Source: an optimization exercise on an open RTL-to-GDS flow (aim: small area). Production flows keep margins and buffers that such runs may drop.
The RTL was checked by simulation tests, not by an equivalence proof against the original design.
No activity file was given, so power comes from the tool's default toggle rates. The flow treats the clock pin as an ideal source, which a real chip does not have.

== before ==
==> flow/design.v <==
module ram_responder #(
  parameter int LAT        = 2,
  parameter int DEPTH_BITS = 6
) (
  input  logic        CLK,
  input  logic        nRST,
  input  logic [31:0] ramaddr,
  input  logic [31:0] ramstore,
  input  logic        ramREN,
  input  logic        ramWEN,
  output logic [31:0] ramload,
  output logic [1:0]  ramstate,
  output logic [31:0] rd_count,
  output logic [31:0] wr_count
);
  localparam int NS = 64;    
  localparam int NP = 22;    
  localparam logic [1:0] S_IDLE = 2'd0;
  localparam logic [1:0] S_BUSY = 2'd1;
  localparam logic [1:0] S_ACC  = 2'd2;
  localparam logic [1:0] S_ERR  = 2'd3;
  logic [1:0]  state_reg;
  logic        cnt_reg;
  logic        rd_op_reg;
  logic [5:0]  rot;
  logic [5:0]  rslot;
  logic        sweep;
  logic [31:0] rdat [NS];
  logic [31:0] bdata;
  logic [5:0]  bslot;     
  logic        bpend;
  logic [31:0] tk;
  logic        req, bad, changed;
  logic [5:0]  idx;
  logic        acc, cap;
  assign req     = ramREN | ramWEN;
  assign bad     = (ramREN & ramWEN)
                 | (ramaddr[1:0] != 2'b00)
                 | (ramaddr[31:8] != '0);
  assign idx     = ramaddr[7:2];
  logic [5:0]  islot, rnext;
  assign islot   = idx - rot - 6'd1;
  assign rnext   = rslot - 6'd1;
  assign changed = (islot != rnext) | (ramREN != rd_op_reg);
  assign acc     = (state_reg == S_ACC);
  assign cap     = acc & ~rd_op_reg;
  always_ff @(posedge CLK or negedge nRST) begin
    if (!nRST) begin
      state_reg <= S_IDLE;
      rot       <= '0;
      sweep     <= 1'b1;
    end else begin
      rot      <= rot + 6'd1;
      if (rot == 6'd2) sweep <= 1'b0;
      if (!req) begin
        state_reg <= S_IDLE;
      end else if (bad) begin
        state_reg <= S_ERR;
      end else if (state_reg != S_BUSY || changed) begin
        state_reg <= S_BUSY;
      end else if (!cnt_reg) begin
        state_reg <= S_ACC;
      end
    end
  end
  logic [31:0] rd_q, wr_q;
  assign rd_count = sweep ? 32'd0 : rd_q;
  assign wr_count = sweep ? 32'd0 : wr_q;
  always_ff @(posedge CLK) begin
    rd_q <= rd_count + {31'd0, acc &  rd_op_reg};
    wr_q <= wr_count + {31'd0, acc & ~rd_op_reg};
  end
  always_ff @(posedge CLK) begin
    if (req && !bad && (state_reg != S_BUSY || changed)) begin
      rd_op_reg <= ramREN;
      cnt_reg   <= 1'b1;
      rslot     <= islot;
    end else begin
      if (state_reg == S_BUSY) cnt_reg <= 1'b0;
      rslot     <= rnext;
    end
  end
  logic [31:0] wdata;
  logic        wlive;
  logic [5:0]  wslot;
  logic [NS-1:0] wport;
  assign wdata = cap ? ramstore : bdata;
  assign wlive = cap | bpend;
  assign wslot = cap ? rslot : bslot;
  always_ff @(posedge CLK or negedge nRST) begin
    if (!nRST) bdata <= '0;
    else       bdata <= wdata;
  end
  always_ff @(posedge CLK) begin
    bslot <= wslot - 6'd1;
  end
  always_ff @(posedge CLK or negedge nRST) begin
    if (!nRST) bpend <= 1'b0;
    else       bpend <= wlive & ~(|wport);
  end
  for (genvar s = 0; s < NS; s++) begin : g_slot
    localparam int NX = (s + 1) % NS;
    if (s % 3 == 0) begin : g_port
      localparam logic INV = ((s / 3) % 2) == 1;
      logic load;
      assign wport[s] = wlive & (wslot == 6'(NX));
      assign load     = wport[s] | sweep;
      always_ff @(posedge CLK)
        rdat[s] <= load ? (wdata ^ {32{INV}}) : ~rdat[NX];
    end else begin : g_plain
      assign wport[s] = 1'b0;
      always_ff @(posedge CLK)
        rdat[s] <= rdat[NX];
    end
  end
  logic [31:0] m;
  always_comb begin
    m = '0;
    for (int j = 0; j < NP; j++)
      if (rslot == 6'(3 * j)) m = m | (rdat[3 * j] ^ {32{j % 2 == 1}});
  end
  logic [1:0]  rmod;
  logic        atport;
  assign rmod   = 2'(rslot % 6'd3);
  assign atport = (rmod == 2'd0);
  always_ff @(posedge CLK)
    if (atport) tk <= m;
  always_comb begin
    ramload = '0;
    if (acc && rd_op_reg)
      ramload = atport ? m : tk;
  end
  assign ramstate = state_reg;
endmodule
==> flow/config.mk <==
export PLATFORM = sky130hd
export DESIGN_NAME = ram_responder
export DESIGN_NICKNAME = ram_responder
export VERILOG_FILES = /design/flow/design.v
export SDC_FILE = /design/flow/constraint.sdc
export NUM_CORES = 4
export LEC_CHECK = 0
export ABC_AREA = 1
export CAP_MARGIN = 20
export CORE_MARGIN = 2
export CORE_UTILIZATION = 75
export SLEW_MARGIN = 20
==> flow/constraint.sdc <==
create_clock -name core_clock -period 10.0 [get_ports {CLK}]
set_input_delay 2.0000 -clock core_clock [delete_from_list [all_inputs] [get_ports {CLK}]]
set_output_delay 2.0000 -clock core_clock [all_outputs]
set_load 0.01 [all_outputs]
standard.sh (not shown) runs the stock make flow with config.mk's settings and CLKGATE_MAP_FILE= SYNTH_SCRIPT=/design/flow/synth_recipe.tcl, a recipe that flattens the netlist after the stock synthesis.
==> flow/flow/run.sh <==
#!/bin/bash
# Layout: the standard layout (standard.sh) with three changes:
#  - synthesis is the standard flow's own script with ABC's area mapper (flow/area.script)
#    in place of ORFS's area script; everything else in it is unchanged;
#  - the port buffers are buf_1 cells;
#  - clock tree leaf clusters of at most 31 sinks within 100 um, without dummy loads.
set -euo pipefail
W=$(pwd)
F=$W/flow

# Synthesis script: ORFS's synth.tcl with the ABC script swapped, sourced from
# a copy of synth_recipe.tcl (which keeps -nofsm -noshare, flatten and rename).
sed "s#^source \$::env(SCRIPTS_DIR)/synth_preamble.tcl\$#&\nset abc_args [lreplace \$abc_args 1 1 $F/area.script]#" \
  "$FLOW_HOME/scripts/synth.tcl" > "$W/synth_core.tcl"
grep -q "area.script" "$W/synth_core.tcl"
sed "s#^source \$::env(SCRIPTS_DIR)/synth.tcl\$#source $W/synth_core.tcl#" \
  "$W/synth_recipe.tcl" > "$W/my_synth.tcl"
grep -q "synth_core.tcl" "$W/my_synth.tcl"

bash "$W/standard.sh" \
  "SYNTH_SCRIPT=$W/my_synth.tcl" \
  "BUFFER_PORTS_ARGS=-buffer_cell sky130_fd_sc_hd__buf_1" \
  "CTS_ARGS=-sink_clustering_enable -repair_clock_nets -sink_clustering_size 31 -sink_clustering_max_diameter 100 -dont_use_dummy_load" \
  finish > "$W/make.log" 2>&1
==> flow/flow/area.script <==
strash
dc2
dch -f
amap
topo
Modified inputs, after compared to before
--- a/flow/design.v
+++ b/flow/design.v
@@ -20,8 +20,9 @@
   localparam logic [1:0] S_ACC  = 2'd2;
   localparam logic [1:0] S_ERR  = 2'd3;
   logic [1:0]  state_reg;
   logic        cnt_reg;
+  logic [5:0]  idx_reg;
   logic        rd_op_reg;
   logic [5:0]  rot;
   logic [5:0]  rslot;
   logic        sweep;
@@ -37,22 +38,23 @@
   assign bad     = (ramREN & ramWEN)
                  | (ramaddr[1:0] != 2'b00)
                  | (ramaddr[31:8] != '0);
   assign idx     = ramaddr[7:2];
-  logic [5:0]  islot, rnext;
-  assign islot   = idx - rot - 6'd1;
-  assign rnext   = rslot - 6'd1;
-  assign changed = (islot != rnext) | (ramREN != rd_op_reg);
+  assign changed = (idx != idx_reg) | (ramREN != rd_op_reg);
   assign acc     = (state_reg == S_ACC);
   assign cap     = acc & ~rd_op_reg;
   always_ff @(posedge CLK or negedge nRST) begin
     if (!nRST) begin
       state_reg <= S_IDLE;
+      rd_count  <= '0;
+      wr_count  <= '0;
       rot       <= '0;
       sweep     <= 1'b1;
     end else begin
       rot      <= rot + 6'd1;
       if (rot == 6'd2) sweep <= 1'b0;
+      rd_count <= rd_count + {31'd0, acc &  rd_op_reg};
+      wr_count <= wr_count + {31'd0, acc & ~rd_op_reg};
       if (!req) begin
         state_reg <= S_IDLE;
       end else if (bad) begin
         state_reg <= S_ERR;
@@ -62,23 +64,17 @@
         state_reg <= S_ACC;
       end
     end
   end
-  logic [31:0] rd_q, wr_q;
-  assign rd_count = sweep ? 32'd0 : rd_q;
-  assign wr_count = sweep ? 32'd0 : wr_q;
-  always_ff @(posedge CLK) begin
-    rd_q <= rd_count + {31'd0, acc &  rd_op_reg};
-    wr_q <= wr_count + {31'd0, acc & ~rd_op_reg};
-  end
   always_ff @(posedge CLK) begin
     if (req && !bad && (state_reg != S_BUSY || changed)) begin
+      idx_reg   <= idx;
       rd_op_reg <= ramREN;
       cnt_reg   <= 1'b1;
-      rslot     <= islot;
+      rslot     <= idx - rot - 6'd1;
     end else begin
       if (state_reg == S_BUSY) cnt_reg <= 1'b0;
-      rslot     <= rnext;
+      rslot     <= rslot - 6'd1;
     end
   end
   logic [31:0] wdata;
   logic        wlive;
after against before: non-clock buffer count now sits lower, combinational share of power decreased 0.9 points, final critical-path share of the clock period has increased, area after synthesis essentially unchanged, multi-input combinational area share fell by 0.40 points. Per the comparison of after with before, total number of nets in the final design down about 1.8%; routed wire length on met2 now sits lower; multi-input combinational gate total -about 2.5%; highest cell delay on the worst timing path went up 0.06 ns; cell-internal power now sits higher.

-- what the ideal ports hide --
In the flow no input, the clock included, has a driving cell. The finished layouts below were timed again as built, in two steps. Step 1 sets driving cells, clkbuf_16 on the clock port and buf_2 on the other inputs (assumed; they add their load-dependent delay and slew). Step 2 times the ports against the registers' clock, not the clock port: input delays grow and output delays shrink by t, the midpoint of the rising clock arrivals with the driver on. a / b / c = ideal / step 1 / step 2; a / b = the first two.
run | shift t [ns] | setup slack, ns | worst setup path at the end
before | 0.732 | 1.982 / 1.912 / 2.644 | register to output
after | 0.730 | 1.939 / 1.870 / 2.600 | register to output
After both steps every run listed still meets setup and hold.
